This is an optimization exercise on Yosys and OpenROAD, whose aim is small area, a short achievable clock period and few clock cycles per item, not a production implementation.
In this exercise RTL edits were held to simulation tests only and were not proved equivalent to the original.
Power is estimated from default activity; no workload was simulated.

==> flow/design.v <==
`timescale 1ns/100ps
`default_nettype none
module ifetch (
    input  logic         clk_in,
    input  logic         br_reset,
    input  logic         stall,
    input  logic         redirect_valid,
    input  logic [31:0]  redirect_pc,
    output logic         fm_req,
    output logic [31:0]  fm_addr,
    input  logic         fm_ack,
    input  logic [31:0]  fm_data,
    output logic [31:0]  query_pc,
    output logic [31:0]  query_ins,
    input  logic [31:0]  pred_pc,
    output logic         out_valid,
    output logic [31:0]  out_ins,
    output logic [31:0]  out_pc,
    output logic [31:0]  out_pred_pc
);
    localparam logic [6:0] OP_JAL = 7'b1101111;
    localparam logic [1:0] IDLE     = 2'd0;
    localparam logic [1:0] WAIT_ACK = 2'd1;
    localparam logic [1:0] DROP_ACK = 2'd2;    
    function automatic logic [31:0] imm_j(input logic [31:0] ins);
        imm_j = {{12{ins[31]}}, ins[19:12], ins[20], ins[30:21], 1'b0};
    endfunction
    logic [1:0] state;
    logic [31:0]  pc;
    logic [31:0]  next_pc;
    logic [6:0] opcode;
    logic         launch;    
    logic         deliver;   
    assign query_pc  = pc;
    assign query_ins = fm_data;
    assign opcode    = fm_data[6:0];
    assign next_pc = (opcode == OP_JAL) ? pc + imm_j(fm_data) : pred_pc;
    assign launch  = (state == IDLE) && !stall && !redirect_valid;
    assign deliver = (state == WAIT_ACK) && fm_ack && !stall && !redirect_valid;
    always_ff @(posedge clk_in) begin
        if (br_reset) begin
            state     <= IDLE;
            pc        <= '0;
            fm_req    <= 1'b0;
            out_valid <= 1'b0;
        end else begin
            out_valid <= 1'b0;   
            if (redirect_valid) begin
                pc <= redirect_pc;
                if (state != IDLE) begin
                    state <= DROP_ACK;
                end
                if (fm_req && fm_ack) begin
                    fm_req <= 1'b0;
                end
            end else begin
                case (state)
                    IDLE: begin
                        if (launch) begin
                            fm_req <= 1'b1;
                            state  <= WAIT_ACK;
                        end
                    end
                    WAIT_ACK: begin
                        if (deliver) begin
                            fm_req    <= 1'b0;
                            pc        <= next_pc;
                            out_valid <= 1'b1;
                            state     <= DROP_ACK;    
                        end
                    end
                    DROP_ACK: begin
                        if (fm_req && fm_ack) begin
                            fm_req <= 1'b0;
                        end else if (!fm_req && !fm_ack) begin
                            state <= IDLE;
                        end
                    end
                    default: state <= IDLE;
                endcase
            end
        end
    end
    always_ff @(posedge clk_in) begin
        if (launch) begin
            fm_addr <= pc;
        end
        if (deliver) begin
            out_ins     <= fm_data;
            out_pc      <= pc;
            out_pred_pc <= next_pc;
        end
    end
endmodule
`default_nettype wire
`timescale 1ns/100ps
`default_nettype none
module icache #(
    parameter int CACHE_INDEX_BITS = 4
) (
    input  logic       clk_in,
    input  logic       br_reset,
    input  logic       fm_req,
    input  logic [31:0] fm_addr,
    output logic       fm_ack,
    output logic [31:0] fm_data,
    output logic       mem_req,
    output logic [31:0] mem_addr,
    input  logic       mem_ack,
    input  logic [31:0] mem_data
);
    localparam logic [1:0] READY    = 2'd0;
    localparam logic [1:0] MEM_REQ  = 2'd1;
    localparam logic [1:0] MEM_DONE = 2'd2;
    localparam int LINES    = 1 << CACHE_INDEX_BITS;
    localparam int TAG_BITS = 30 - CACHE_INDEX_BITS;    
    typedef logic [CACHE_INDEX_BITS-1:0] index_t;
    typedef logic [TAG_BITS-1:0]         tag_t;
    logic [1:0]   state;
    logic [31:0]      data_mem [LINES];
    tag_t             tag_mem  [LINES];
    logic [LINES-1:0] valid_q;
    index_t req_idx;
    tag_t   req_tag;
    index_t fill_idx;
    tag_t   fill_tag;
    logic   hit;
    logic   new_req;
    logic   start_miss;
    logic   fill;
    assign req_idx  = fm_addr[CACHE_INDEX_BITS+1:2];
    assign req_tag  = fm_addr[31:CACHE_INDEX_BITS+2];
    assign fill_idx = mem_addr[CACHE_INDEX_BITS+1:2];
    assign fill_tag = mem_addr[31:CACHE_INDEX_BITS+2];
    assign hit        = valid_q[req_idx] && (tag_mem[req_idx] == req_tag);
    assign new_req    = (state == READY) && fm_req && !fm_ack;   
    assign start_miss = new_req && !hit;
    assign fill       = (state == MEM_REQ) && mem_ack;
    always_ff @(posedge clk_in) begin
        if (br_reset) begin
            state   <= READY;
            valid_q <= '0;
            fm_ack  <= 1'b0;
            mem_req <= 1'b0;
        end else begin
            case (state)
                READY: begin
                    if (new_req) begin
                        if (hit) begin
                            fm_ack <= 1'b1;
                        end else begin
                            mem_req <= 1'b1;
                            state   <= MEM_REQ;
                        end
                    end else if (!fm_req && fm_ack) begin
                        fm_ack <= 1'b0;      
                    end
                end
                MEM_REQ: begin
                    if (fill) begin
                        mem_req           <= 1'b0;
                        valid_q[fill_idx] <= 1'b1;
                        state             <= MEM_DONE;
                    end
                end
                MEM_DONE: begin
                    if (!mem_ack) begin
                        fm_ack <= 1'b1;
                        state  <= READY;
                    end
                end
                default: state <= READY;
            endcase
        end
    end
    always_ff @(posedge clk_in) begin
        if (new_req && hit) begin
            fm_data <= data_mem[req_idx];
        end
        if (start_miss) begin
            mem_addr <= fm_addr;
        end
        if (fill) begin
            data_mem[fill_idx] <= mem_data;
            tag_mem[fill_idx]  <= fill_tag;
            fm_data            <= mem_data;
        end
    end
endmodule
`default_nettype wire
`timescale 1ns/100ps
`default_nettype none
module branch_predictor #(
    parameter int BP_INDEX_BITS = 4
) (
    input  logic  clk_in,
    input  logic  br_reset,
    input  logic [31:0] query_pc,
    input  logic [31:0] query_ins,
    output logic [31:0] pred_pc,
    input  logic  upd_valid,
    input  logic [31:0] upd_pc,
    input  logic  upd_taken
);
    localparam logic [6:0] OP_BRANCH = 7'b1100011;
    function automatic logic [31:0] imm_b(input logic [31:0] ins);
        imm_b = {{20{ins[31]}}, ins[7], ins[30:25], ins[11:8], 1'b0};
    endfunction
    localparam int ENTRIES = 1 << BP_INDEX_BITS;
    typedef logic [1:0]               counter_t;
    typedef logic [BP_INDEX_BITS-1:0] bp_index_t;
    counter_t  ctr_q [ENTRIES];
    bp_index_t q_idx;
    bp_index_t u_idx;
    logic [6:0] opcode;
    logic      taken;
    assign q_idx  = query_pc[BP_INDEX_BITS+1:2];
    assign u_idx  = upd_pc[BP_INDEX_BITS+1:2];
    assign opcode = query_ins[6:0];
    assign taken = (opcode == OP_BRANCH) && ctr_q[q_idx][1];
    assign pred_pc = taken ? query_pc + imm_b(query_ins) : query_pc + 32'd4;
    always_ff @(posedge clk_in) begin
        if (br_reset) begin
            for (int i = 0; i < ENTRIES; i++) begin
                ctr_q[i] <= 2'b01;   
            end
        end else if (upd_valid) begin
            if (upd_taken) begin
                if (ctr_q[u_idx] != 2'b11) begin
                    ctr_q[u_idx] <= ctr_q[u_idx] + 2'b01;
                end
            end else begin
                if (ctr_q[u_idx] != 2'b00) begin
                    ctr_q[u_idx] <= ctr_q[u_idx] - 2'b01;
                end
            end
        end
    end
endmodule
`default_nettype wire
`timescale 1ns/100ps
`default_nettype none
module fetch_top #(
    parameter int CACHE_INDEX_BITS = 4,
    parameter int BP_INDEX_BITS    = 4
) (
    input  logic  clk_in,
    input  logic  br_reset,
    input  logic  stall,
    input  logic  redirect_valid,
    input  logic [31:0] redirect_pc,
    output logic  out_valid,
    output logic [31:0] out_ins,
    output logic [31:0] out_pc,
    output logic [31:0] out_pred_pc,
    input  logic  upd_valid,
    input  logic [31:0] upd_pc,
    input  logic  upd_taken,
    output logic  mem_req,
    output logic [31:0] mem_addr,
    input  logic  mem_ack,
    input  logic [31:0] mem_data
);
    logic [31:0] query_pc;
    logic [31:0] query_ins;
    logic [31:0] pred_pc;
    logic  fm_req;
    logic [31:0] fm_addr;
    logic  fm_ack;
    logic [31:0] fm_data;
    ifetch ifetch_i (
        .clk_in         (clk_in),
        .br_reset       (br_reset),
        .stall          (stall),
        .redirect_valid (redirect_valid),
        .redirect_pc    (redirect_pc),
        .fm_req         (fm_req),
        .fm_addr        (fm_addr),
        .fm_ack         (fm_ack),
        .fm_data        (fm_data),
        .query_pc       (query_pc),
        .query_ins      (query_ins),
        .pred_pc        (pred_pc),
        .out_valid      (out_valid),
        .out_ins        (out_ins),
        .out_pc         (out_pc),
        .out_pred_pc    (out_pred_pc)
    );
    icache #(
        .CACHE_INDEX_BITS (CACHE_INDEX_BITS)
    ) icache_i (
        .clk_in   (clk_in),
        .br_reset (br_reset),
        .fm_req   (fm_req),
        .fm_addr  (fm_addr),
        .fm_ack   (fm_ack),
        .fm_data  (fm_data),
        .mem_req  (mem_req),
        .mem_addr (mem_addr),
        .mem_ack  (mem_ack),
        .mem_data (mem_data)
    );
    branch_predictor #(
        .BP_INDEX_BITS (BP_INDEX_BITS)
    ) branch_predictor_i (
        .clk_in    (clk_in),
        .br_reset  (br_reset),
        .query_pc  (query_pc),
        .query_ins (query_ins),
        .pred_pc   (pred_pc),
        .upd_valid (upd_valid),
        .upd_pc    (upd_pc),
        .upd_taken (upd_taken)
    );
endmodule
`default_nettype wire
==> flow/run.sh <==
#!/bin/bash
# synth_recipe.tcl (not shown) runs the flow's synth.tcl, then flattens the netlist and writes it again
# the make line also repeats each setting of config.mk as NAME=value (left out here)
make -C /OpenROAD-flow-scripts/flow DESIGN_CONFIG=/design/flow/config.mk WORK_HOME=/design/flow/orfs CLKGATE_MAP_FILE= SYNTH_SCRIPT=/design/flow/synth_recipe.tcl finish
==> flow/config.mk <==
export PLATFORM = sky130hd
export DESIGN_NAME = fetch_top
export DESIGN_NICKNAME = fetch_top
export VERILOG_FILES = /design/flow/design.v
export SDC_FILE = /design/flow/constraint.sdc
export NUM_CORES = 4
export LEC_CHECK = 0
export CAP_MARGIN = 20
export CORE_MARGIN = 8
export CORE_UTILIZATION = 40
export SLEW_MARGIN = 20
==> flow/constraint.sdc <==
create_clock -name core_clock -period 6.0 [get_ports {clk_in}]
set_input_delay 1.2000 -clock core_clock [delete_from_list [all_inputs] [get_ports {clk_in}]]
set_output_delay 1.2000 -clock core_clock [all_outputs]
set_load 0.01 [all_outputs]
==> impl_metrics.xml, run 1 <==
<?xml version="1.0" encoding="UTF-8"?>
<metrics>
  <group name="drt">
    <metric name="drt_pass1_iterations" unit="">6</metric>
    <metric name="detail_route.wl_per_cell" unit="um">29.1</metric>
    <metric name="post-route-drc-count" unit="">0</metric>
    <metric name="postRouteAntennaNets" unit="">0</metric>
    <metric name="detail_route.iter0.violations" unit="">3093</metric>
    <metric name="vias_per_cell" unit="">5.81</metric>
    <metric name="detailroute.via_count" unit="">27600</metric>
    <metric name="totalWireLength" unit="mm">138</metric>
  </group>
  <group name="synth">
    <metric name="syn-instance-count" unit="">2730</metric>
    <metric name="flip_flop_and_latch_count_after_synthesis" unit="">1215</metric>
    <metric name="yosysUniqueCellTypes" unit="">86</metric>
    <metric name="synthArstFlopShare" unit="%">0</metric>
    <metric name="fraction_of_the_mapped_netlist_area_in_adder_cells" unit="%">1.31</metric>
    <metric name="synth_xor_area_share" unit="%">1.58</metric>
    <metric name="synth_enable_flop_cells" unit="">1151</metric>
    <metric name="muxShareOfSynthArea" unit="%">14.3</metric>
    <metric name="synth_area_per_cell" unit="sq um">18.3</metric>
    <metric name="post-synth-top-count-cell" unit="">edfxtp_1</metric>
    <metric name="ys_dominant_reg_cell" unit="">edfxtp_1</metric>
    <metric name="largest_family_of_logic_cells_by_synthesized_area" unit="">multiplexers</metric>
    <metric name="post_synth_instance_area" unit="sq um">49900</metric>
    <metric name="synth_sequential_area_ratio" unit="%">71.8</metric>
    <metric name="synth_largest_type_area_fraction" unit="%">69.2</metric>
    <metric name="post_synth_top_cells" unit="">edfxtp_1 (1151), mux4_2 (289), nand2_1 (198)</metric>
    <metric name="post-synth-top-area-cell" unit="">edfxtp_1</metric>
    <metric name="synth_compound_gate_area_share" unit="%">4.42</metric>
    <metric name="ys.warnings.count" unit="">3</metric>
    <metric name="yosys.area_share.simple" unit="%">5.09</metric>
    <metric name="synth.area.top_cells" unit="">edfxtp_1 (69%), mux4_2 (13%), dfxtp_1 (2.6%)</metric>
  </group>
  <group name="timing">
    <metric name="timing.max_slew.rel_slack" unit="%">25.0</metric>
    <metric name="post-route-min-period" unit="ns">4.85</metric>
    <metric name="final_critical_path_setup_slack" unit="ns">1.15</metric>
    <metric name="tightestPinTransition" unit="ns">1.12</metric>
    <metric name="final.setup.tns" unit="ns">0</metric>
    <metric name="top_achievable_clock_speed" unit="MHz">206</metric>
    <metric name="fin_worst_skew" unit="ns">0.0295</metric>
    <metric name="min_period_over_period" unit="%">80.9</metric>
    <metric name="slew_viol_final" unit="">0</metric>
    <metric name="rsz0062_at_grt" unit="">no</metric>
    <metric name="hold_viol_final" unit="">0</metric>
    <metric name="report.final.setup_viol" unit="">0</metric>
  </group>
  <group name="die">
    <metric name="floorplan.initialDensity" unit="%">40.3</metric>
    <metric name="die_x" unit="um">369</metric>
    <metric name="num_rows" unit="">129</metric>
    <metric name="io_pins" unit="">233</metric>
    <metric name="core_region_area" unit="sq um">124000</metric>
    <metric name="die_h" unit="um">369</metric>
    <metric name="fp.dieArea" unit="sq um">136000</metric>
  </group>
  <group name="global_routing">
    <metric name="met1_capacity_usage_during_global_routing" unit="%">27.4</metric>
    <metric name="grt_max_degree" unit="">125</metric>
    <metric name="use_met3" unit="%">5.15</metric>
    <metric name="number_of_global_route_vias_before_repair" unit="">27900</metric>
    <metric name="globalRouteOverflowTotal" unit="">0</metric>
    <metric name="grt_pass1_wl" unit="mm">199</metric>
    <metric name="antenna_found_initial" unit="">16</metric>
    <metric name="groute.usage.overall" unit="%">19.9</metric>
    <metric name="highest_utilization_routing_layer_at_the_global_route_stage" unit="">met2</metric>
    <metric name="use_met2" unit="%">31.9</metric>
  </group>
  <group name="hold_path">
    <metric name="worst_hold_path_type" unit="">register to register</metric>
    <metric name="hold_start" unit="">ifetch_i.fm_addr[0]</metric>
  </group>
  <group name="critical_path">
    <metric name="cpMaxStageDelayCell" unit="">a2111oi_2</metric>
    <metric name="critical_path.cell_chain" unit="">buf_4 &gt; mux4_2 &gt; mux4_2 &gt; xnor2_1 &gt; o2111ai_1 &gt; a2111oi_2 &gt; nand2_1 &gt; o21ai_4 &gt; buf_4</metric>
    <metric name="critPathLaunchType" unit="">register</metric>
    <metric name="critical_path_fanout_max" unit="">32</metric>
    <metric name="worstPathArrival" unit="ns">5.23</metric>
    <metric name="cp_data_required_time" unit="ns">6.38</metric>
    <metric name="critical_path.max_stage_delay" unit="ns">0.86</metric>
    <metric name="worstSetupPathType" unit="">register to register</metric>
    <metric name="timing.critical_path.to_type" unit="">register</metric>
    <metric name="worst-path-buf-inv" unit="">2</metric>
    <metric name="worst_path_dominant_cell_family" unit="">compound AO/OA/AOI/OAI gates</metric>
  </group>
  <group name="finish">
    <metric name="area_growth" unit="%">17.2</metric>
    <metric name="multi_input_comb_area" unit="sq um">13500</metric>
    <metric name="filler_cell_count" unit="">10200</metric>
    <metric name="ff_latch_area" unit="sq um">35900</metric>
    <metric name="final_core_utilization" unit="%">47.2</metric>
    <metric name="final_layout_size_suffix_gt1_share" unit="%">20.0</metric>
    <metric name="finish.instance_area" unit="sq um">58500</metric>
    <metric name="layout.nets" unit="">3160</metric>
  </group>
  <group name="placement">
    <metric name="postPlaceCellArea" unit="sq um">54200</metric>
    <metric name="finalWeightedCongestion" unit="">0.873</metric>
    <metric name="buffer_ports.inserted" unit="">204</metric>
    <metric name="minimum_setup_slack_after_placement" unit="ns">0.850</metric>
    <metric name="hpwlAfterDp" unit="mm">83.3</metric>
  </group>
  <group name="clock_tree">
    <metric name="numCtsBuffers" unit="">130</metric>
    <metric name="cts-htree-levels" unit="">4</metric>
    <metric name="cts_post_setup_buffers_inserted" unit="">0</metric>
    <metric name="clk_transition_reported_paths" unit="ns">0.07</metric>
    <metric name="clock_insertion_delay_at_the_later_pin_of_the_skew_report" unit="ns">0.77</metric>
    <metric name="cts_resized" unit="">0</metric>
    <metric name="cts_hold_repair.buffers" unit="">0</metric>
    <metric name="tritoncts" unit="">yes</metric>
    <metric name="clock_sinks" unit="">1215</metric>
    <metric name="clock-root-buffer" unit="">clkbuf_16</metric>
    <metric name="clk_path_buf_depth" unit="">3</metric>
  </group>
  <group name="run_status">
    <metric name="status" unit="">complete, no violations</metric>
  </group>
  <group name="power">
    <metric name="total_power" unit="mW">18.7</metric>
    <metric name="power.leakage" unit="nW">18.9</metric>
    <metric name="power_density" unit="nW/um^2">320</metric>
    <metric name="ir_worst_vdd" unit="mV">0.260</metric>
  </group>
  <group name="job">
    <metric name="maxCapViolations" unit="">0</metric>
  </group>
</metrics>
registers in the layout, indices dropped and copies added, names as in the netlist, 32 cells and up, named ones only:
| register | count |
|---|---|
| branch_predictor_i.ctr_q | 32 |
| icache_i.data_mem | 512 |
| icache_i.fm_data | 32 |
| icache_i.mem_addr | 32 |
| icache_i.tag_mem | 416 |
| ifetch_i.fm_addr | 32 |
| ifetch_i.out_ins | 32 |
| ifetch_i.out_pred_pc | 32 |
| ifetch_i.pc | 32 |
area by class of cell:
cell class / count / area share, %
clock inverter: 72 / 1.39
inverter: 35 / 0.225
sequential: 1215 / 61.3
clock buffer: 163 / 5.93
antenna: 3 / 0.0128
timing repair buffer: 278 / 4.59
tap: 1637 / 3.50
multi-input combinational: 1346 / 23.1
cell families after synthesis:
| logic type | count (synthesis) |
|---|---|
| fa+ha+maj | 51 |
| compound gates | 326 |
| xor+xnor | 90 |
| mux | 344 |
| buf+inv | 169 |
| simple gates | 535 |
| flops | 1215 |
power breakdown:
group	switching (mW)	total (mW)	internal [mW]
combinational	0.652	1.20	0.546
clock	3.37	8.01	4.63
sequential	0.173	9.54	9.36
per-layer routing:
metal,part of all wire [%],up-vias
met2,48,1216
met5,0.058,-
li1,-,11700
met4,1.9,12
met1,41,14500
met3,9.0,198
stage by stage:
stage	hold WS, ns	cells
2_1_floorplan	0.400	2730
3_3_place_gp	0.408	4510
3_5_place_dp	0.416	4510
4_1_cts	0.433	4745
5_1_grt	0.449	4747
6_report	0.427	4749
layout by cell type (no fill, tap or decap), types with 21 or more instances in the layout:
master and count:
nand3_1 31, clkbuf_1 26, a21oi_1 88, mux4_2 289, clkdlybuf4s50_1 202, nor3_1 40
clkbuf_16 132, mux2i_1 44, buf_4 67, ha_1 49, inv_1 35, a21o_1 26
nand2_1 198, xnor2_1 51, nor2_1 112, dfxtp_1 60, o21ai_0 62, clkinv_2 21
edfxtp_1 1151, xor2_1 39
final timing paths:
path	slack, ns	depth (start not counted)	endpoint
setup reg to reg	1.15	9	icache_i.fm_data[23]
hold reg to reg	0.43	0	icache_i.mem_addr[0]
hold / removal	0.43	0	icache_i.mem_addr[0]
setup / recovery	1.15	9	icache_i.fm_data[23]
worst register-to-register path, cell delays in order, from the launching register on:
cell	delay (ns)
dfxtp_4	0.77
buf_4	0.42
mux4_2	0.56
mux4_2	0.47
xnor2_1	0.28
o2111ai_1	0.19
a2111oi_2	0.86
nand2_1	0.21
o21ai_4	0.16
buf_4	0.52
Testbench counts, summed over its fixed seeds: cycles 107,074, items 14,446.
==> run 2, diff against run 1 <==
==> flow/design.v (replaced) <==
`timescale 1ns/100ps
`default_nettype none
module fetch_top (
    input  logic  clk_in,
    input  logic  br_reset,
    input  logic  stall,
    input  logic  redirect_valid,
    input  logic [31:0] redirect_pc,
    output logic  out_valid,
    output logic [31:0] out_ins,
    output logic [31:0] out_pc,
    output logic [31:0] out_pred_pc,
    input  logic  upd_valid,
    input  logic [31:0] upd_pc,
    input  logic  upd_taken,
    output logic  mem_req,
    output logic [31:0] mem_addr,
    input  logic  mem_ack,
    input  logic [31:0] mem_data
);
    localparam logic [6:0] OP_JAL    = 7'b1101111;
    localparam logic [6:0] OP_BRANCH = 7'b1100011;
    logic [1:0]  ctr_q [16];
    logic [31:2] addr_q;      
    logic [31:2] np_q;        
    logic        stale_q;     
    logic        discard;
    logic        deliver;
    logic        taken;
    logic [31:2] imm;
    logic [31:2] next_pc;
    assign mem_addr    = {addr_q, 2'b00};
    assign out_pc      = {addr_q, 2'b00};
    assign out_pred_pc = {np_q, 2'b00};
    assign discard = mem_req && mem_ack && (stale_q || redirect_valid);
    assign deliver = mem_req && mem_ack && !stale_q && !redirect_valid && !stall;
    always_comb begin
        taken = 1'b0;
        imm   = 30'd1;
        if (mem_data[6:0] == OP_JAL) begin
            taken = 1'b1;
            imm   = {{12{mem_data[31]}}, mem_data[19:12], mem_data[20], mem_data[30:22]};
        end else if (mem_data[6:0] == OP_BRANCH && ctr_q[addr_q[5:2]][1]) begin
            taken = 1'b1;
            imm   = {{20{mem_data[31]}}, mem_data[7], mem_data[30:25], mem_data[11:9]};
        end
    end
    assign next_pc = addr_q + imm;
    always_ff @(posedge clk_in) begin
        if (br_reset) begin
            mem_req   <= 1'b0;
            out_valid <= 1'b0;
            stale_q   <= 1'b0;
            addr_q    <= '0;
            np_q      <= '0;
        end else begin
            out_valid <= deliver;
            if (!mem_req) begin
                mem_req <= 1'b1;
                stale_q <= 1'b0;
                addr_q  <= redirect_valid ? redirect_pc[31:2] : np_q;
            end else begin
                if (redirect_valid) begin
                    np_q    <= redirect_pc[31:2];
                    stale_q <= 1'b1;
                end
                if (discard) begin
                    mem_req <= 1'b0;
                end
                if (deliver) begin
                    mem_req <= 1'b0;
                    np_q    <= next_pc;
                end
            end
        end
    end
    always_ff @(posedge clk_in) begin
        if (deliver) begin
            out_ins <= mem_data;
        end
    end
    always_ff @(posedge clk_in) begin
        if (br_reset) begin
            for (int i = 0; i < 16; i++) begin
                ctr_q[i] <= 2'b01;
            end
        end else if (upd_valid) begin
            if (upd_taken) begin
                if (ctr_q[upd_pc[5:2]] != 2'b11) begin
                    ctr_q[upd_pc[5:2]] <= ctr_q[upd_pc[5:2]] + 2'b01;
                end
            end else begin
                if (ctr_q[upd_pc[5:2]] != 2'b00) begin
                    ctr_q[upd_pc[5:2]] <= ctr_q[upd_pc[5:2]] - 2'b01;
                end
            end
        end
    end
endmodule
`default_nettype wire
--- a/flow/config.mk
+++ b/flow/config.mk
@@ -6,6 +6,8 @@
 export NUM_CORES = 4
 export LEC_CHECK = 0
+export ABC_CLOCK_PERIOD_IN_PS = 3000
 export CAP_MARGIN = 20
 export CORE_MARGIN = 8
 export CORE_UTILIZATION = 40
+export SETUP_SLACK_MARGIN = 3.0
 export SLEW_MARGIN = 20
==> run 2 against run 1 <==
- cell area shrank 81%
- non-clock buffer count decreased by 18
- via count shrank 75%
- critical path type is now input port to register
- highest routed layer is now met4
==> impl_metrics.xml, run 2 <==
<?xml version="1.0" encoding="UTF-8"?>
<metrics>
  <group name="synth">
    <metric name="synthArstFlopShare" unit="%">0</metric>
    <metric name="ys_dominant_reg_cell" unit="">dfxtp_1</metric>
    <metric name="flip_flop_and_latch_count_after_synthesis" unit="">131</metric>
    <metric name="syn-instance-count" unit="">760</metric>
    <metric name="post-synth-top-count-cell" unit="">nor2_1</metric>
    <metric name="ys.warnings.count" unit="">1</metric>
    <metric name="yosysUniqueCellTypes" unit="">63</metric>
    <metric name="synth_enable_flop_cells" unit="">64</metric>
    <metric name="post-synth-top-area-cell" unit="">edfxtp_1</metric>
    <metric name="synth_area_per_cell" unit="sq um">9.84</metric>
    <metric name="synth_sequential_area_ratio" unit="%">43.6</metric>
    <metric name="synth.area.top_cells" unit="">edfxtp_1 (26%), dfxtp_1 (18%), nor2_1 (5.2%)</metric>
    <metric name="post_synth_instance_area" unit="sq um">7480</metric>
    <metric name="post_synth_top_cells" unit="">nor2_1 (104), dfxtp_1 (67), edfxtp_1 (64)</metric>
    <metric name="synth_largest_type_area_fraction" unit="%">25.7</metric>
  </group>
  <group name="drt">
    <metric name="detailroute.via_count" unit="">6824</metric>
    <metric name="totalWireLength" unit="mm">24.9</metric>
    <metric name="postRouteAntennaNets" unit="">0</metric>
    <metric name="drt_pass1_iterations" unit="">5</metric>
    <metric name="vias_per_cell" unit="">5.64</metric>
    <metric name="detail_route.iter0.violations" unit="">517</metric>
    <metric name="detail_route.wl_per_cell" unit="um">20.5</metric>
    <metric name="post-route-drc-count" unit="">0</metric>
  </group>
  <group name="global_routing">
    <metric name="antenna_found_initial" unit="">0</metric>
    <metric name="groute.usage.overall" unit="%">20.6</metric>
    <metric name="number_of_global_route_vias_before_repair" unit="">6989</metric>
    <metric name="grt_max_degree" unit="">65</metric>
    <metric name="globalRouteOverflowTotal" unit="">0</metric>
    <metric name="grt_pass1_wl" unit="mm">38.4</metric>
  </group>
  <group name="critical_path">
    <metric name="worstPathArrival" unit="ns">4.13</metric>
    <metric name="worst-path-buf-inv" unit="">4</metric>
    <metric name="worst_r2r_path_depth" unit="">16</metric>
    <metric name="worstSetupPathType" unit="">input port to register</metric>
    <metric name="critical_path.max_stage_delay" unit="ns">0.34</metric>
    <metric name="critical_path_fanout_max" unit="">4</metric>
    <metric name="cpMaxStageDelayCell" unit="">o32a_1</metric>
    <metric name="timing.critical_path.to_type" unit="">register</metric>
    <metric name="setup.reg_to_reg.worst_slack" unit="ns">2.25</metric>
    <metric name="r2r-end" unit="">np_q[28]</metric>
    <metric name="cp_data_required_time" unit="ns">6.32</metric>
    <metric name="worstReg2RegStart" unit="">ctr_q[11][1]</metric>
    <metric name="critical_path.cell_chain" unit="">buf_12 &gt; buf_4 &gt; nor2_2 &gt; nand3_4 &gt; and2_4 &gt; o32a_1 &gt; ha_2 &gt; inv_2 &gt; fa_2 &gt; nor2b_2 &gt; o31a_1 &gt; buf_4 &gt; o21a_1 &gt; o21a_1 &gt; o21a_1 &gt; o21a_1 &gt; o32ai_2</metric>
    <metric name="worst_path_dominant_cell_family" unit="">compound AO/OA/AOI/OAI gates</metric>
    <metric name="critPathLaunchType" unit="">input port</metric>
    <metric name="crit_top_cell" unit="">o21a_1</metric>
  </group>
  <group name="finish">
    <metric name="layout.nets" unit="">1097</metric>
    <metric name="final_layout_size_suffix_gt1_share" unit="%">24.0</metric>
    <metric name="area_growth" unit="%">50.8</metric>
    <metric name="diodes" unit="">0</metric>
    <metric name="layout_common_cells" unit="">clkdlybuf4s50_1 (182), nor2_1 (85), dfxtp_1 (65)</metric>
    <metric name="mostFrequentLayoutCell" unit="">clkdlybuf4s50_1</metric>
    <metric name="ff_latch_area" unit="sq um">3270</metric>
    <metric name="multi_input_comb_area" unit="sq um">4500</metric>
    <metric name="filler_cell_count" unit="">1477</metric>
    <metric name="layout_top_registers" unit="">ctr_q x32, out_ins x32</metric>
  </group>
  <group name="hold_path">
    <metric name="worst_hold_path_type" unit="">register to register</metric>
    <metric name="hold_start" unit="">mem_req</metric>
    <metric name="min_to" unit="">mem_req</metric>
    <metric name="min_path_cells" unit="">1</metric>
  </group>
  <group name="power">
    <metric name="power_density" unit="nW/um^2">217</metric>
    <metric name="pwr-share-clk" unit="%">42.3</metric>
    <metric name="fraction_of_power_spent_switching_nets" unit="%">25.0</metric>
    <metric name="power.leakage" unit="nW">4.21</metric>
    <metric name="power.combinational.fraction" unit="%">16.7</metric>
    <metric name="power_frac_seq" unit="%">41.0</metric>
    <metric name="ir_worst_vdd" unit="mV">0.209</metric>
    <metric name="switching_power" unit="uW">612</metric>
    <metric name="cellInternalPower" unit="mW">1.84</metric>
  </group>
  <group name="die">
    <metric name="io_pins" unit="">233</metric>
    <metric name="floorplan.initialDensity" unit="%">40.4</metric>
    <metric name="num_rows" unit="">50</metric>
    <metric name="core_region_area" unit="sq um">18500</metric>
    <metric name="fp.dieArea" unit="sq um">23300</metric>
    <metric name="die_h" unit="um">153</metric>
    <metric name="die_x" unit="um">153</metric>
  </group>
  <group name="clock_tree">
    <metric name="clk_transition_reported_paths" unit="ns">0.06</metric>
    <metric name="cts_hold_repair.buffers" unit="">0</metric>
    <metric name="clock_sinks" unit="">131</metric>
    <metric name="cts-htree-levels" unit="">4</metric>
    <metric name="numCtsBuffers" unit="">17</metric>
    <metric name="clock_insertion_delay_at_the_later_pin_of_the_skew_report" unit="ns">0.42</metric>
    <metric name="tritoncts" unit="">yes</metric>
    <metric name="clk_path_buf_depth" unit="">2</metric>
    <metric name="clock-root-buffer" unit="">clkbuf_16</metric>
  </group>
  <group name="placement">
    <metric name="finalWeightedCongestion" unit="">0.883</metric>
    <metric name="hpwlAfterDp" unit="mm">16.4</metric>
    <metric name="buffer_ports.inserted" unit="">196</metric>
    <metric name="minimum_setup_slack_after_placement" unit="ns">1.03</metric>
  </group>
  <group name="timing">
    <metric name="slew_viol_final" unit="">0</metric>
    <metric name="rsz0062_at_grt" unit="">yes</metric>
    <metric name="min_period_over_period" unit="%">63.4</metric>
    <metric name="top_achievable_clock_speed" unit="MHz">263</metric>
    <metric name="post-route-min-period" unit="ns">3.80</metric>
    <metric name="report.final.setup_viol" unit="">0</metric>
    <metric name="fin_worst_skew" unit="ns">0.00765</metric>
    <metric name="final.setup.tns" unit="ns">0</metric>
    <metric name="hold_viol_final" unit="">0</metric>
    <metric name="tightestPinTransition" unit="ns">0.953</metric>
    <metric name="final_critical_path_setup_slack" unit="ns">2.20</metric>
    <metric name="timing.max_slew.rel_slack" unit="%">36.5</metric>
  </group>
  <group name="job">
    <metric name="maxCapViolations" unit="">0</metric>
  </group>
  <group name="run_status">
    <metric name="status" unit="">complete, no violations</metric>
  </group>
</metrics>
run 2: cell families (layout without fill, tap and decap cells):
kind of cell	count (synthesis)	count (layout)	share of synthesized area, %
other	1	6	0.0501
XOR/XNOR	22	22	2.58
buffers and inverters	93	304	6.59
AO/OA/AOI/OAI	207	207	18.9
adder cells (fa/ha/maj)	30	30	5.12
flip-flops	131	131	43.6
multiplexers	48	48	8.68
AND/OR/NAND/NOR	228	229	14.4
run 2: area by class of cell:
cell class,instances,area share [%]
Clock buffer,21,3.99
Timing Repair Buffer,260,22.9
Multi-Input combinational cell,542,39.9
Tap cell,234,2.60
Sequential cell,131,29.0
Inverter,12,0.422
Clock inverter,11,1.21
run 2: how the worst max path moves through the flow:
stage,startpoint,to,depth (start not counted)
CTS,ctr_q[11][1],np_q[28],15
detailed placement,mem_data[3],np_q[25],14
global route,mem_data[2],np_q[10],17
finish,mem_data[2],np_q[10],17
floorplan,mem_data[1],np_q[31],12
global placement,mem_data[3],np_q[23],14
run 2: metal layers:
layer	part of all wire (%)	vias up	global-route usage [%]
li1	-	3183	-
met1	40	3320	23.8
met2	51	272	36.2
met3	5.8	49	4.79
met4	2.7	0	8.48
met5	0	-	0
run 2: power by group through the flow:
stage               clock network [mW]  logic [mW]  registers [mW]
floorplan                            0       0.188            1.02
global placement                     0       0.347            1.02
detailed placement                   0       0.351            1.02
CTS                               1.06       0.385            1.00
global route                      1.10       0.437            1.01
finish                            1.04       0.409            1.00
run 2: what timing repair did:
item                                    4_1_cts  5_1_grt
endpoints found under the setup margin       94       93
pin swaps                                    46       60
resized for setup                           141       63
setup buffers                                37       19
gates cloned                                  2        0
run 2: stage by stage:
| stage | cells | hold WS [ns] | power [mW] | utilization, % | area, sq um |
|---|---|---|---|---|---|
| global placement | 1121 | 0.459 | 1.37 | 51.2 | 9490 |
| CTS | 1192 | 0.490 | 2.45 | 58.5 | 10800 |
| detailed placement | 1121 | 0.481 | 1.37 | 51.2 | 9490 |
| global route | 1211 | 0.510 | 2.54 | 60.9 | 11300 |
| floorplan | 765 | 0.501 | 1.21 | - | 7650 |
| finish | 1211 | 0.481 | 2.45 | 60.9 | 11300 |
Testbench counts of run 2, summed over its fixed seeds: cycles 50,559, items 14,446.
==> run 3, diff against run 2 <==
--- a/flow/config.mk
+++ b/flow/config.mk
@@ -6,8 +6,8 @@
 export NUM_CORES = 4
 export LEC_CHECK = 0
-export ABC_CLOCK_PERIOD_IN_PS = 3000
+export ABC_CLOCK_PERIOD_IN_PS = 2500
 export CAP_MARGIN = 20
 export CORE_MARGIN = 8
 export CORE_UTILIZATION = 40
-export SETUP_SLACK_MARGIN = 3.0
+export SETUP_SLACK_MARGIN = 3.5
 export SLEW_MARGIN = 20
==> run 3 against run 2 <==
- flip-flop and latch count did not move
- highest routed layer unchanged
- first-iteration DRC count fell by 0.97%
- clock skew rose by 0.0030 ns
- critical endpoint is now np_q[28]
==> impl_metrics.xml, run 3 <==
<?xml version="1.0" encoding="UTF-8"?>
<metrics>
  <group name="critical_path">
    <metric name="r2r-end" unit="">np_q[28]</metric>
    <metric name="critPathLaunchType" unit="">input port</metric>
    <metric name="worstSetupPathType" unit="">input port to register</metric>
    <metric name="critical_path.cell_chain" unit="">buf_2 &gt; or3_4 &gt; o32a_1 &gt; ha_4 &gt; inv_2 &gt; fa_2 &gt; nor2b_2 &gt; o31a_1 &gt; a21oi_2 &gt; o211ai_1 &gt; buf_4 &gt; o211ai_1 &gt; a2111oi_2 &gt; a311o_1</metric>
    <metric name="worst_path_dominant_cell_family" unit="">compound AO/OA/AOI/OAI gates</metric>
    <metric name="cp_data_required_time" unit="ns">6.31</metric>
    <metric name="worstReg2RegStart" unit="">ctr_q[11][1]</metric>
    <metric name="crit_top_cell" unit="">o211ai_1</metric>
    <metric name="critical_path.max_stage_delay" unit="ns">0.44</metric>
    <metric name="worstPathArrival" unit="ns">4.18</metric>
    <metric name="cpMaxStageDelayCell" unit="">or3_4</metric>
    <metric name="critical_path_fanout_max" unit="">4</metric>
    <metric name="worst-path-buf-inv" unit="">3</metric>
    <metric name="timing.critical_path.to_type" unit="">register</metric>
    <metric name="setup.reg_to_reg.worst_slack" unit="ns">2.15</metric>
    <metric name="worst_r2r_path_depth" unit="">17</metric>
  </group>
  <group name="timing">
    <metric name="rsz0062_at_grt" unit="">yes</metric>
    <metric name="hold_viol_final" unit="">0</metric>
    <metric name="timing.max_slew.rel_slack" unit="%">42.7</metric>
    <metric name="slew_viol_final" unit="">0</metric>
    <metric name="post-route-min-period" unit="ns">3.86</metric>
    <metric name="final_critical_path_setup_slack" unit="ns">2.14</metric>
    <metric name="final.setup.tns" unit="ns">0</metric>
    <metric name="report.final.setup_viol" unit="">0</metric>
    <metric name="tightestPinTransition" unit="ns">0.859</metric>
    <metric name="top_achievable_clock_speed" unit="MHz">259</metric>
    <metric name="fin_worst_skew" unit="ns">0.0106</metric>
    <metric name="min_period_over_period" unit="%">64.3</metric>
  </group>
  <group name="global_routing">
    <metric name="number_of_global_route_vias_before_repair" unit="">7183</metric>
    <metric name="use_met3" unit="%">5.08</metric>
    <metric name="globalRouteOverflowTotal" unit="">0</metric>
    <metric name="antenna_found_initial" unit="">1</metric>
    <metric name="grt_max_degree" unit="">74</metric>
    <metric name="use_met2" unit="%">37.3</metric>
    <metric name="groute.usage.overall" unit="%">21.5</metric>
    <metric name="highest_utilization_routing_layer_at_the_global_route_stage" unit="">met2</metric>
    <metric name="met1_capacity_usage_during_global_routing" unit="%">25.1</metric>
    <metric name="grt_pass1_wl" unit="mm">40.0</metric>
  </group>
  <group name="synth">
    <metric name="synth_sequential_area_ratio" unit="%">43.6</metric>
    <metric name="synth_area_per_cell" unit="sq um">9.84</metric>
    <metric name="synthArstFlopShare" unit="%">0</metric>
    <metric name="muxShareOfSynthArea" unit="%">8.68</metric>
    <metric name="post_synth_top_cells" unit="">nor2_1 (104), dfxtp_1 (67), edfxtp_1 (64)</metric>
    <metric name="post_synth_instance_area" unit="sq um">7480</metric>
    <metric name="flip_flop_and_latch_count_after_synthesis" unit="">131</metric>
    <metric name="post-synth-top-count-cell" unit="">nor2_1</metric>
    <metric name="synth_xor_area_share" unit="%">2.58</metric>
    <metric name="synth.area.top_cells" unit="">edfxtp_1 (26%), dfxtp_1 (18%), nor2_1 (5.2%)</metric>
    <metric name="largest_family_of_logic_cells_by_synthesized_area" unit="">compound AO/OA/AOI/OAI gates</metric>
    <metric name="ys_dominant_reg_cell" unit="">dfxtp_1</metric>
    <metric name="synth_compound_gate_area_share" unit="%">18.9</metric>
    <metric name="post-synth-top-area-cell" unit="">edfxtp_1</metric>
    <metric name="fraction_of_the_mapped_netlist_area_in_adder_cells" unit="%">5.12</metric>
    <metric name="synth_enable_flop_cells" unit="">64</metric>
    <metric name="synth_largest_type_area_fraction" unit="%">25.7</metric>
    <metric name="ys.warnings.count" unit="">1</metric>
    <metric name="syn-instance-count" unit="">760</metric>
    <metric name="yosysUniqueCellTypes" unit="">63</metric>
    <metric name="yosys.area_share.simple" unit="%">14.4</metric>
  </group>
  <group name="drt">
    <metric name="detail_route.wl_per_cell" unit="um">21.5</metric>
    <metric name="drt_pass1_iterations" unit="">5</metric>
    <metric name="vias_per_cell" unit="">5.66</metric>
    <metric name="detail_route.iter0.violations" unit="">512</metric>
    <metric name="post-route-drc-count" unit="">0</metric>
    <metric name="postRouteAntennaNets" unit="">0</metric>
    <metric name="totalWireLength" unit="mm">26.4</metric>
    <metric name="detailroute.via_count" unit="">6959</metric>
  </group>
  <group name="die">
    <metric name="fp.dieArea" unit="sq um">23300</metric>
    <metric name="die_x" unit="um">153</metric>
    <metric name="die_h" unit="um">153</metric>
    <metric name="core_region_area" unit="sq um">18500</metric>
    <metric name="io_pins" unit="">233</metric>
    <metric name="num_rows" unit="">50</metric>
    <metric name="floorplan.initialDensity" unit="%">40.4</metric>
  </group>
  <group name="clock_tree">
    <metric name="clk_transition_reported_paths" unit="ns">0.06</metric>
    <metric name="clk_path_buf_depth" unit="">2</metric>
    <metric name="tritoncts" unit="">yes</metric>
    <metric name="clock-root-buffer" unit="">clkbuf_16</metric>
    <metric name="cts-htree-levels" unit="">4</metric>
    <metric name="clock_insertion_delay_at_the_later_pin_of_the_skew_report" unit="ns">0.43</metric>
    <metric name="numCtsBuffers" unit="">17</metric>
    <metric name="clock_sinks" unit="">131</metric>
  </group>
  <group name="finish">
    <metric name="post_layout_nonfiller_instances" unit="">1230</metric>
    <metric name="area_growth" unit="%">54.4</metric>
    <metric name="filler_cell_count" unit="">1511</metric>
    <metric name="mostFrequentLayoutCell" unit="">dlygate4sd2_1</metric>
    <metric name="ff_latch_area" unit="sq um">3290</metric>
    <metric name="multi_input_comb_area" unit="sq um">4500</metric>
    <metric name="layout_common_cells" unit="">dlygate4sd2_1 (105), nor2_1 (83), edfxtp_1 (64)</metric>
    <metric name="layout_top_registers" unit="">ctr_q x32, out_ins x32</metric>
    <metric name="finish.instance_area" unit="sq um">11500</metric>
    <metric name="final_layout_size_suffix_gt1_share" unit="%">27.8</metric>
    <metric name="final_core_utilization" unit="%">62.4</metric>
    <metric name="layout.nets" unit="">1115</metric>
  </group>
  <group name="placement">
    <metric name="minimum_setup_slack_after_placement" unit="ns">1.01</metric>
    <metric name="hpwlAfterDp" unit="mm">16.5</metric>
    <metric name="dp.cells" unit="">1120</metric>
    <metric name="buffer_ports.inserted" unit="">196</metric>
    <metric name="finalWeightedCongestion" unit="">0.874</metric>
    <metric name="postPlaceCellArea" unit="sq um">9480</metric>
  </group>
  <group name="hold_path">
    <metric name="min_path_cells" unit="">2</metric>
    <metric name="hold_start" unit="">np_q[2]</metric>
    <metric name="min_to" unit="">np_q[2]</metric>
    <metric name="worst_hold_path_type" unit="">register to register</metric>
  </group>
  <group name="power">
    <metric name="fraction_of_power_spent_switching_nets" unit="%">25.3</metric>
    <metric name="power_frac_seq" unit="%">39.1</metric>
    <metric name="cellInternalPower" unit="mW">1.92</metric>
    <metric name="power_density" unit="nW/um^2">223</metric>
    <metric name="switching_power" unit="uW">650</metric>
    <metric name="power.combinational.fraction" unit="%">15.8</metric>
    <metric name="pwr-share-clk" unit="%">45.2</metric>
    <metric name="power.leakage" unit="nW">5.00</metric>
    <metric name="ir_worst_vdd" unit="mV">0.196</metric>
  </group>
  <group name="job">
    <metric name="maxCapViolations" unit="">0</metric>
  </group>
  <group name="run_status">
    <metric name="status" unit="">complete, no violations</metric>
  </group>
</metrics>
-- run 3: power by group through the flow --
stage | clock (mW) | sequential [mW] | combinational, mW
after detailed placement | 0 | 1.02 | 0.352
final | 1.16 | 1.00 | 0.406
after global placement | 0 | 1.02 | 0.347
after global routing | 1.21 | 1.01 | 0.433
after CTS | 1.17 | 1.00 | 0.375
after floorplan | 0 | 1.02 | 0.188
-- run 3: worst max-delay path by stage --
stage	slack (ns)	cells past startpoint	from	to
detailed placement	1.01	7	upd_pc[2]	ctr_q[0][0]
global placement	1.03	14	mem_data[3]	np_q[23]
global route	2.07	14	mem_data[4]	np_q[28]
CTS	2.26	15	ctr_q[11][1]	np_q[28]
floorplan	2.20	12	mem_data[1]	np_q[31]
finish	2.14	14	mem_data[4]	np_q[28]
-- run 3: area by class of cell --
type / instances / share of cell area, %
multi-input cells: 541 / 39.0
flip-flops and latches: 131 / 28.5
repair buffers: 279 / 24.0
clock buffers: 19 / 3.83
well taps: 234 / 2.53
clock inverters: 13 / 1.79
inverters: 12 / 0.390
diodes: 1 / 0.0217
-- run 3: timing repair --
| item | in CTS | in global routing |
|---|---|---|
| gates cloned | 3 | 1 |
| gates resized for setup | 285 | 87 |
| pin swaps | 60 | 70 |
| hold buffers | 0 | 0 |
| setup buffers | 49 | 24 |
| setup endpoints to repair | 231 | 122 |
-- run 3: routing by layer --
| layer | part of all wire [%] | vias to the layer above |
|---|---|---|
| li1 | - | 3224 |
| met1 | 41 | 3438 |
| met2 | 51 | 253 |
| met3 | 5.3 | 44 |
| met4 | 2.8 | 0 |
| met5 | 0 | - |
-- run 3: tightest hold or removal path: cells and delay by family (launching register included) --
kind / cells / cell delay (ns)
DFF: 1 / 0.32
buffers and inverters: 1 / 0.08
AOI/OAI and AO/OA: 1 / 0.08
-- run 3: cells by family (layout without fill, tap and decap cells) --
| group | after synthesis | count (layout) |
|---|---|---|
| adder cells (fa/ha/maj) | 30 | 30 |
| other | 1 | 7 |
| flip-flops | 131 | 131 |
| multiplexers | 48 | 48 |
| AO/OA/AOI/OAI | 207 | 207 |
| AND/OR/NAND/NOR | 228 | 228 |
| XOR/XNOR | 22 | 22 |
| buffers and inverters | 93 | 323 |
-- run 3: metrics by stage --
step	hold WS (ns)	power, mW
6_report	0.531	2.57
5_1_grt	0.543	2.65
4_1_cts	0.507	2.55
3_5_place_dp	0.494	1.37
3_3_place_gp	0.486	1.37
2_1_floorplan	0.501	1.21
==> run 4, diff against run 3 <==
--- a/flow/config.mk
+++ b/flow/config.mk
@@ -6,8 +6,6 @@
 export NUM_CORES = 4
 export LEC_CHECK = 0
-export ABC_CLOCK_PERIOD_IN_PS = 2500
 export CAP_MARGIN = 20
 export CORE_MARGIN = 8
 export CORE_UTILIZATION = 40
-export SETUP_SLACK_MARGIN = 3.5
 export SLEW_MARGIN = 20
==> run 4 against run 3 <==
- routed wire length down 14%
- count of clock-buffer cells in the layout down 2
- sequential share of layout area up 4.3 points
- area after synthesis unchanged
- clock skew up 0.0080 ns
- synthesized cell count unchanged
- cell area down 14%
- global-route usage down 2.2 points
- critical path depth unchanged
- critical endpoint is now np_q[23]
==> impl_metrics.xml, run 4 <==
<?xml version="1.0" encoding="UTF-8"?>
<metrics>
  <group name="clock_tree">
    <metric name="cts_hold_repair.buffers" unit="">0</metric>
    <metric name="clock_insertion_delay_at_the_later_pin_of_the_skew_report" unit="ns">0.43</metric>
    <metric name="cts_resized" unit="">0</metric>
    <metric name="numCtsBuffers" unit="">17</metric>
    <metric name="clock_sinks" unit="">131</metric>
    <metric name="tritoncts" unit="">yes</metric>
    <metric name="clock-root-buffer" unit="">clkbuf_16</metric>
    <metric name="cts_post_setup_buffers_inserted" unit="">0</metric>
    <metric name="clk_path_buf_depth" unit="">2</metric>
    <metric name="clk_transition_reported_paths" unit="ns">0.06</metric>
    <metric name="cts-htree-levels" unit="">4</metric>
  </group>
  <group name="drt">
    <metric name="vias_per_cell" unit="">5.59</metric>
    <metric name="drt_pass1_iterations" unit="">5</metric>
    <metric name="detail_route.wl_per_cell" unit="um">19.7</metric>
    <metric name="postRouteAntennaNets" unit="">0</metric>
    <metric name="post-route-drc-count" unit="">0</metric>
    <metric name="detailroute.via_count" unit="">6460</metric>
    <metric name="totalWireLength" unit="mm">22.8</metric>
    <metric name="detail_route.iter0.violations" unit="">365</metric>
  </group>
  <group name="timing">
    <metric name="slew_viol_final" unit="">0</metric>
    <metric name="timing.max_slew.rel_slack" unit="%">36.9</metric>
    <metric name="hold_viol_final" unit="">0</metric>
    <metric name="report.final.setup_viol" unit="">0</metric>
    <metric name="final.setup.tns" unit="ns">0</metric>
    <metric name="tightestPinTransition" unit="ns">0.947</metric>
    <metric name="top_achievable_clock_speed" unit="MHz">212</metric>
    <metric name="fin_worst_skew" unit="ns">0.0187</metric>
    <metric name="min_period_over_period" unit="%">78.7</metric>
    <metric name="rsz0062_at_grt" unit="">no</metric>
    <metric name="post-route-min-period" unit="ns">4.72</metric>
  </group>
  <group name="critical_path">
    <metric name="worst-path-buf-inv" unit="">1</metric>
    <metric name="worstPathArrival" unit="ns">5.01</metric>
    <metric name="timing.critical_path.from" unit="">mem_data[3]</metric>
    <metric name="critical_path.cell_chain" unit="">clkdlybuf4s50_1 &gt; nor3_1 &gt; nand4b_1 &gt; and2_1 &gt; o21ai_1 &gt; o21a_1 &gt; ha_1 &gt; a21oi_1 &gt; o21ai_0 &gt; a32oi_1 &gt; nand4_1 &gt; a41oi_1 &gt; xor2_1 &gt; o22ai_1</metric>
    <metric name="worstSetupPathType" unit="">input port to register</metric>
    <metric name="cpMaxStageDelayCell" unit="">o21ai_1</metric>
    <metric name="setup.reg_to_reg.worst_slack" unit="ns">1.73</metric>
    <metric name="cp_num_cells" unit="">14</metric>
    <metric name="critical_path_fanout_max" unit="">9</metric>
    <metric name="r2r-end" unit="">np_q[23]</metric>
    <metric name="worst_path_dominant_cell_family" unit="">compound AO/OA/AOI/OAI gates</metric>
    <metric name="cp_data_required_time" unit="ns">6.30</metric>
    <metric name="critical_path.max_stage_delay" unit="ns">0.57</metric>
    <metric name="worst_r2r_path_depth" unit="">14</metric>
    <metric name="critPathLaunchType" unit="">input port</metric>
    <metric name="worst_setup_path_endpoint" unit="">np_q[23]</metric>
    <metric name="timing.critical_path.to_type" unit="">register</metric>
  </group>
  <group name="finish">
    <metric name="diodes" unit="">0</metric>
    <metric name="layout_common_cells" unit="">clkdlybuf4s50_1 (194), nor2_1 (103), dfxtp_1 (66)</metric>
    <metric name="layout.nets" unit="">1041</metric>
    <metric name="layout_top_registers" unit="">ctr_q x32, out_ins x32</metric>
    <metric name="area_growth" unit="%">33.1</metric>
    <metric name="final_core_utilization" unit="%">53.8</metric>
    <metric name="final_layout_size_suffix_gt1_share" unit="%">7.27</metric>
    <metric name="mostFrequentLayoutCell" unit="">clkdlybuf4s50_1</metric>
  </group>
  <group name="die">
    <metric name="floorplan.initialDensity" unit="%">40.4</metric>
    <metric name="die_x" unit="um">153</metric>
    <metric name="io_pins" unit="">233</metric>
    <metric name="num_rows" unit="">50</metric>
    <metric name="fp.dieArea" unit="sq um">23300</metric>
    <metric name="core_region_area" unit="sq um">18500</metric>
    <metric name="die_h" unit="um">153</metric>
  </group>
  <group name="synth">
    <metric name="synthArstFlopShare" unit="%">0</metric>
    <metric name="syn-instance-count" unit="">760</metric>
    <metric name="synth_area_per_cell" unit="sq um">9.84</metric>
    <metric name="synth_enable_flop_cells" unit="">64</metric>
    <metric name="synth_largest_type_area_fraction" unit="%">25.7</metric>
    <metric name="synth.area.top_cells" unit="">edfxtp_1 (26%), dfxtp_1 (18%), nor2_1 (5.2%)</metric>
    <metric name="post_synth_top_cells" unit="">nor2_1 (104), dfxtp_1 (67), edfxtp_1 (64)</metric>
    <metric name="post_synth_instance_area" unit="sq um">7480</metric>
    <metric name="ys_dominant_reg_cell" unit="">dfxtp_1</metric>
    <metric name="ys.warnings.count" unit="">1</metric>
    <metric name="post-synth-top-area-cell" unit="">edfxtp_1</metric>
    <metric name="synth_sequential_area_ratio" unit="%">43.6</metric>
    <metric name="post-synth-top-count-cell" unit="">nor2_1</metric>
    <metric name="yosysUniqueCellTypes" unit="">63</metric>
    <metric name="flip_flop_and_latch_count_after_synthesis" unit="">131</metric>
  </group>
  <group name="global_routing">
    <metric name="antenna_found_initial" unit="">0</metric>
    <metric name="number_of_global_route_vias_before_repair" unit="">6412</metric>
    <metric name="globalRouteOverflowTotal" unit="">0</metric>
    <metric name="grt_pass1_wl" unit="mm">36.0</metric>
    <metric name="grt_max_degree" unit="">68</metric>
    <metric name="groute.usage.overall" unit="%">19.4</metric>
  </group>
  <group name="run_status">
    <metric name="status" unit="">complete, no violations</metric>
  </group>
  <group name="power">
    <metric name="power_density" unit="nW/um^2">239</metric>
    <metric name="ir_worst_vdd" unit="mV">0.195</metric>
    <metric name="power.leakage" unit="nW">3.78</metric>
  </group>
  <group name="placement">
    <metric name="hpwlAfterDp" unit="mm">16.9</metric>
    <metric name="finalWeightedCongestion" unit="">0.887</metric>
    <metric name="buffer_ports.inserted" unit="">196</metric>
  </group>
  <group name="job">
    <metric name="maxCapViolations" unit="">0</metric>
  </group>
  <group name="hold_path">
    <metric name="worst_hold_path_type" unit="">register to register</metric>
  </group>
</metrics>
==> run 4: cell counts after synthesis <==
No cell type changed its count.
==> run 4: worst min-delay path, delay by kind of cell (launching register included) <==
family,cells,cell delay [ns]
AO/OA/AOI/OAI,1,0.06
flip-flops,1,0.32
buffers and inverters,1,0.05
==> run 4: metal layers <==
metal	global-route usage, %	routed length, um
met1	24.2	10100
met2	32.7	11100
met3	4.54	1260
met4	5.70	266
met5	0	0
==> run 4: worst min-delay path by stage <==
stage,cells after the start,slack (ns),to,start
after floorplan,2,0.50,np_q[2],np_q[2]
after global placement,2,0.47,np_q[2],np_q[2]
after detailed placement,2,0.49,np_q[2],np_q[2]
after CTS,2,0.50,np_q[2],np_q[2]
after global routing,2,0.54,np_q[2],np_q[2]
final,2,0.49,np_q[2],np_q[2]
==> run 4: cell type report <==
class / instances / area, sq um
clock buffers: 17 / 425
clock inverters: 15 / 156
fillers: 1661 / 8560
inverters: 12 / 45.0
multi-input cells: 541 / 3750
flip-flops and latches: 131 / 3260
well taps: 234 / 293
repair buffers: 205 / 2020
==> run 4: through the flow <==
stage               power (mW)  instance area [sq um]  hold slack [ns]  instances  setup slack, ns
floorplan                 1.21                   7500            0.501        765             1.78
global placement          1.36                   9370            0.470       1123            0.910
global route              2.47                   9960            0.536       1155            0.942
CTS                       2.40                   9960            0.502       1155             1.29
detailed placement        1.37                   9370            0.493       1123            0.851
finish                    2.38                   9960            0.493       1155             1.28
==> run 4: cells by family (layout without fill, tap and decap cells) <==
kind of cell	Yosys count	after routing	share of synthesized area, %
other	1	6	0.0501
DFF	131	131	43.6
buffers and inverters	93	249	6.59
adders and majority gates	30	30	5.12
xor gates and xnor gates	22	22	2.58
and+or+nand+nor	228	228	14.4
muxes	48	48	8.68
AOI/OAI and AO/OA	207	207	18.9
==> run 4: where the power goes <==
part | internal, mW | total [mW] | switching [mW]
registers | 0.972 | 1.00 | 0.0305
logic | 0.174 | 0.346 | 0.172
clock network | 0.615 | 1.03 | 0.418
total | 1.76 | 2.38 | 0.621
==> run 5, diff against run 4 <==
--- a/flow/config.mk
+++ b/flow/config.mk
@@ -6,6 +6,8 @@
 export NUM_CORES = 4
 export LEC_CHECK = 0
+export ABC_CLOCK_PERIOD_IN_PS = 1500
 export CAP_MARGIN = 20
 export CORE_MARGIN = 8
 export CORE_UTILIZATION = 40
+export SETUP_SLACK_MARGIN = 3.3
 export SLEW_MARGIN = 20
==> run 5 against run 4 <==
- still clean
- cell area up 13%
- fmax up 24%
- core utilization up 7.2 points
- die area unchanged
- non-clock buffer count up 58
- first-iteration DRC count up 59%
- area after synthesis unchanged
- synthesized cell count unchanged
- clock power up 7%
- flip-flop and latch count unchanged
- via count up 6.0%
==> impl_metrics.xml, run 5 <==
<?xml version="1.0" encoding="UTF-8"?>
<metrics>
  <group name="timing">
    <metric name="top_achievable_clock_speed" unit="MHz">263</metric>
    <metric name="timing.max_slew.rel_slack" unit="%">63.3</metric>
    <metric name="fin_worst_skew" unit="ns">0.00844</metric>
    <metric name="final.setup.tns" unit="ns">0</metric>
    <metric name="tightestPinTransition" unit="ns">0.550</metric>
    <metric name="post-route-min-period" unit="ns">3.80</metric>
    <metric name="final_critical_path_setup_slack" unit="ns">2.20</metric>
    <metric name="report.final.setup_viol" unit="">0</metric>
    <metric name="hold_viol_final" unit="">0</metric>
    <metric name="rsz0062_at_grt" unit="">yes</metric>
    <metric name="slew_viol_final" unit="">0</metric>
    <metric name="min_period_over_period" unit="%">63.4</metric>
  </group>
  <group name="placement">
    <metric name="minimum_setup_slack_after_placement" unit="ns">1.04</metric>
    <metric name="hpwlAfterDp" unit="mm">16.6</metric>
    <metric name="buffer_ports.inserted" unit="">196</metric>
    <metric name="postPlaceCellArea" unit="sq um">9480</metric>
    <metric name="finalWeightedCongestion" unit="">0.850</metric>
  </group>
  <group name="critical_path">
    <metric name="r2r-end" unit="">np_q[31]</metric>
    <metric name="worst_path_dominant_cell_family" unit="">compound AO/OA/AOI/OAI gates</metric>
    <metric name="worstSetupPathType" unit="">input port to register</metric>
    <metric name="worstPathArrival" unit="ns">4.12</metric>
    <metric name="worstReg2RegStart" unit="">ctr_q[15][1]</metric>
    <metric name="critical_path.cell_chain" unit="">buf_12 &gt; nor3_4 &gt; nand4b_1 &gt; and2_4 &gt; o32a_1 &gt; ha_4 &gt; inv_2 &gt; fa_2 &gt; nor2b_2 &gt; o31a_1 &gt; buf_4 &gt; buf_6 &gt; o21a_1 &gt; o21a_1 &gt; o21a_1 &gt; o21a_1 &gt; o32ai_1</metric>
    <metric name="worst_r2r_path_depth" unit="">15</metric>
    <metric name="worst-path-buf-inv" unit="">4</metric>
    <metric name="crit_top_cell" unit="">o21a_1</metric>
    <metric name="setup.reg_to_reg.worst_slack" unit="ns">2.25</metric>
    <metric name="critPathLaunchType" unit="">input port</metric>
    <metric name="timing.critical_path.to_type" unit="">register</metric>
    <metric name="cp_data_required_time" unit="ns">6.32</metric>
    <metric name="cpMaxStageDelayCell" unit="">o32a_1</metric>
    <metric name="critical_path_fanout_max" unit="">4</metric>
    <metric name="critical_path.max_stage_delay" unit="ns">0.33</metric>
  </group>
  <group name="power">
    <metric name="ir_worst_vdd" unit="mV">0.193</metric>
    <metric name="total_power" unit="mW">2.52</metric>
    <metric name="power.leakage" unit="nW">4.24</metric>
    <metric name="power_density" unit="nW/um^2">223</metric>
  </group>
  <group name="synth">
    <metric name="post-synth-top-area-cell" unit="">edfxtp_1</metric>
    <metric name="synth.area.top_cells" unit="">edfxtp_1 (26%), dfxtp_1 (18%), nor2_1 (5.2%)</metric>
    <metric name="post-synth-top-count-cell" unit="">nor2_1</metric>
    <metric name="synth_area_per_cell" unit="sq um">9.84</metric>
    <metric name="post_synth_top_cells" unit="">nor2_1 (104), dfxtp_1 (67), edfxtp_1 (64)</metric>
    <metric name="ys_dominant_reg_cell" unit="">dfxtp_1</metric>
    <metric name="flip_flop_and_latch_count_after_synthesis" unit="">131</metric>
    <metric name="synth_sequential_area_ratio" unit="%">43.6</metric>
    <metric name="post_synth_instance_area" unit="sq um">7480</metric>
    <metric name="ys.warnings.count" unit="">1</metric>
    <metric name="syn-instance-count" unit="">760</metric>
    <metric name="synth_largest_type_area_fraction" unit="%">25.7</metric>
    <metric name="yosysUniqueCellTypes" unit="">63</metric>
    <metric name="synthArstFlopShare" unit="%">0</metric>
    <metric name="synth_enable_flop_cells" unit="">64</metric>
  </group>
  <group name="finish">
    <metric name="layout.nets" unit="">1100</metric>
    <metric name="finish.instance_area" unit="sq um">11300</metric>
    <metric name="layout_top_registers" unit="">ctr_q x32, out_ins x32</metric>
    <metric name="layout_common_cells" unit="">clkdlybuf4s50_1 (181), nor2_1 (86), dfxtp_1 (64), edfxtp_1 (64)</metric>
    <metric name="area_growth" unit="%">51.0</metric>
    <metric name="filler_cell_count" unit="">1515</metric>
    <metric name="final_layout_size_suffix_gt1_share" unit="%">24.0</metric>
    <metric name="mostFrequentLayoutCell" unit="">clkdlybuf4s50_1</metric>
    <metric name="multi_input_comb_area" unit="sq um">4430</metric>
    <metric name="diodes" unit="">0</metric>
    <metric name="ff_latch_area" unit="sq um">3270</metric>
  </group>
  <group name="job">
    <metric name="maxCapViolations" unit="">0</metric>
  </group>
  <group name="run_status">
    <metric name="status" unit="">complete, no violations</metric>
  </group>
  <group name="hold_path">
    <metric name="min_to" unit="">np_q[2]</metric>
    <metric name="min_path_cells" unit="">2</metric>
    <metric name="worst_hold_path_type" unit="">register to register</metric>
    <metric name="hold_start" unit="">np_q[2]</metric>
  </group>
  <group name="global_routing">
    <metric name="globalRouteOverflowTotal" unit="">0</metric>
    <metric name="antenna_found_initial" unit="">0</metric>
    <metric name="grt_pass1_wl" unit="mm">38.5</metric>
    <metric name="grt_max_degree" unit="">48</metric>
    <metric name="number_of_global_route_vias_before_repair" unit="">6811</metric>
    <metric name="groute.usage.overall" unit="%">20.7</metric>
  </group>
  <group name="drt">
    <metric name="detailroute.via_count" unit="">6845</metric>
    <metric name="drt_pass1_iterations" unit="">5</metric>
    <metric name="postRouteAntennaNets" unit="">0</metric>
    <metric name="post-route-drc-count" unit="">0</metric>
    <metric name="detail_route.wl_per_cell" unit="um">20.8</metric>
    <metric name="totalWireLength" unit="mm">25.3</metric>
    <metric name="vias_per_cell" unit="">5.64</metric>
    <metric name="detail_route.iter0.violations" unit="">579</metric>
  </group>
  <group name="die">
    <metric name="io_pins" unit="">233</metric>
    <metric name="die_h" unit="um">153</metric>
    <metric name="floorplan.initialDensity" unit="%">40.4</metric>
    <metric name="fp.dieArea" unit="sq um">23300</metric>
    <metric name="die_x" unit="um">153</metric>
    <metric name="core_region_area" unit="sq um">18500</metric>
    <metric name="num_rows" unit="">50</metric>
  </group>
  <group name="clock_tree">
    <metric name="tritoncts" unit="">yes</metric>
    <metric name="clk_transition_reported_paths" unit="ns">0.06</metric>
    <metric name="clk_path_buf_depth" unit="">2</metric>
    <metric name="clock-root-buffer" unit="">clkbuf_16</metric>
    <metric name="cts_hold_repair.buffers" unit="">0</metric>
    <metric name="clock_sinks" unit="">131</metric>
    <metric name="numCtsBuffers" unit="">17</metric>
    <metric name="clock_insertion_delay_at_the_later_pin_of_the_skew_report" unit="ns">0.42</metric>
    <metric name="cts-htree-levels" unit="">4</metric>
  </group>
</metrics>
run 5: kinds of logic after synthesis:
group                    after synthesis  share of synthesized area (%)
AO/OA/AOI/OAI                        207                           18.9
XOR/XNOR                              22                           2.58
buffers and inverters                 93                           6.59
adder cells (fa/ha/maj)               30                           5.12
AND/OR/NAND/NOR                      228                           14.4
other                                  1                         0.0501
flip-flops                           131                           43.6
multiplexers                          48                           8.68
run 5: repair_timing:
action	in CTS	in global routing
setup buffers	30	28
setup endpoints to repair	96	96
pin swaps	39	53
cloned	4	0
hold endpoints to repair	0	0
gates resized for setup	129	72
run 5: per-stage QoR:
stage          util (%)  hold slack (ns)  instances
6_report           61.0            0.518       1214
3_3_place_gp       51.2            0.484       1120
5_1_grt            61.0            0.551       1214
3_5_place_dp       51.2            0.502       1120
2_1_floorplan         -            0.501        765
4_1_cts            58.1            0.521       1186
run 5: power by group:
group,internal (mW),leakage (nW),switching [mW]
Clock,0.666,0.299,0.434
Sequential,0.971,1.12,0.0343
Combinational,0.214,2.82,0.200
Total,1.85,4.24,0.669
run 5: worst max path at each step:
stage | from | end | slack [ns] | cells past startpoint
after floorplan | mem_data[1] | np_q[31] | 2.20 | 12
after global placement | mem_data[3] | np_q[23] | 1.06 | 14
after detailed placement | mem_data[3] | np_q[23] | 1.04 | 14
after CTS | mem_data[2] | np_q[28] | 2.23 | 16
after global routing | ctr_q[11][1] | np_q[29] | 2.10 | 17
final | mem_data[2] | np_q[10] | 2.20 | 17
run 5: routing by layer:
layer | GRT usage, % | wire (um) | share of wire (%) | up-vias
met5 | 0 | 0 | 0 | -
met4 | 7.45 | 657 | 2.6 | 0
met3 | 4.51 | 1520 | 6.0 | 37
met2 | 35.1 | 12600 | 50 | 271
met1 | 25.5 | 10500 | 42 | 3335
li1 | - | - | - | 3202
run 5: layout make-up:
| class | instances | share of cell area, % |
|---|---|---|
| Timing Repair Buffer | 263 | 23.3 |
| Multi-Input combinational cell | 542 | 39.3 |
| Inverter | 12 | 0.399 |
| Tap cell | 234 | 2.59 |
| Clock inverter | 15 | 1.72 |
| Sequential cell | 131 | 29.0 |
| Clock buffer | 17 | 3.77 |
run 5: worst register-to-register path: cells and delay by family (launching register included):
kind,cells,cell delay [ns]
AO/OA/AOI/OAI,8,1.81
multiplexers,2,0.78
flip-flops,1,0.41
adder cells (fa/ha/maj),1,0.16
AND/OR/NAND/NOR,1,0.07
buffers and inverters,3,0.38

-- separate check: timing with driven ports --
The flow's constraints put no driver on any port. The routed layouts listed below were extracted and timed again, unchanged, in two steps.
Step 1 (the two cells are an assumption about what drives the block):
set clk [get_ports {clk_in}]
set_driving_cell -lib_cell sky130_fd_sc_hd__clkbuf_16 $clk
set_driving_cell -lib_cell sky130_fd_sc_hd__buf_2 [delete_from_list [all_inputs] $clk]
Step 2 also shifts input and output timing later by t, the mid clock arrival at the registers, as if the neighbouring blocks saw the same clock.
a / b / c = no drivers / after step 1 / after step 2; a / b = the first two.
| run | t (ns) | setup WS [ns] | worst setup path at the end | worst slew at a driven data input, ns |
|---|---|---|---|---|
| run 1 | 0.825 | 1.149 / 1.149 / 0.857 | input to register | 0.15 |
| run 2 | 0.457 | 2.197 / 2.189 / 1.732 | input to register | 0.16 |
| run 3 | 0.470 | 2.139 / 2.132 / 1.662 | input to register | 0.17 |
| run 4 | 0.461 | 1.281 / 1.293 / 0.833 | input to register | 0.08 |
| run 5 | 0.460 | 2.199 / 2.192 / 1.732 | input to register | 0.17 |
After both steps setup and hold are still met in every run listed. The setup slack of run 3, which loses most, moves by -0.007 ns with the drivers and by -0.477 ns with both steps.
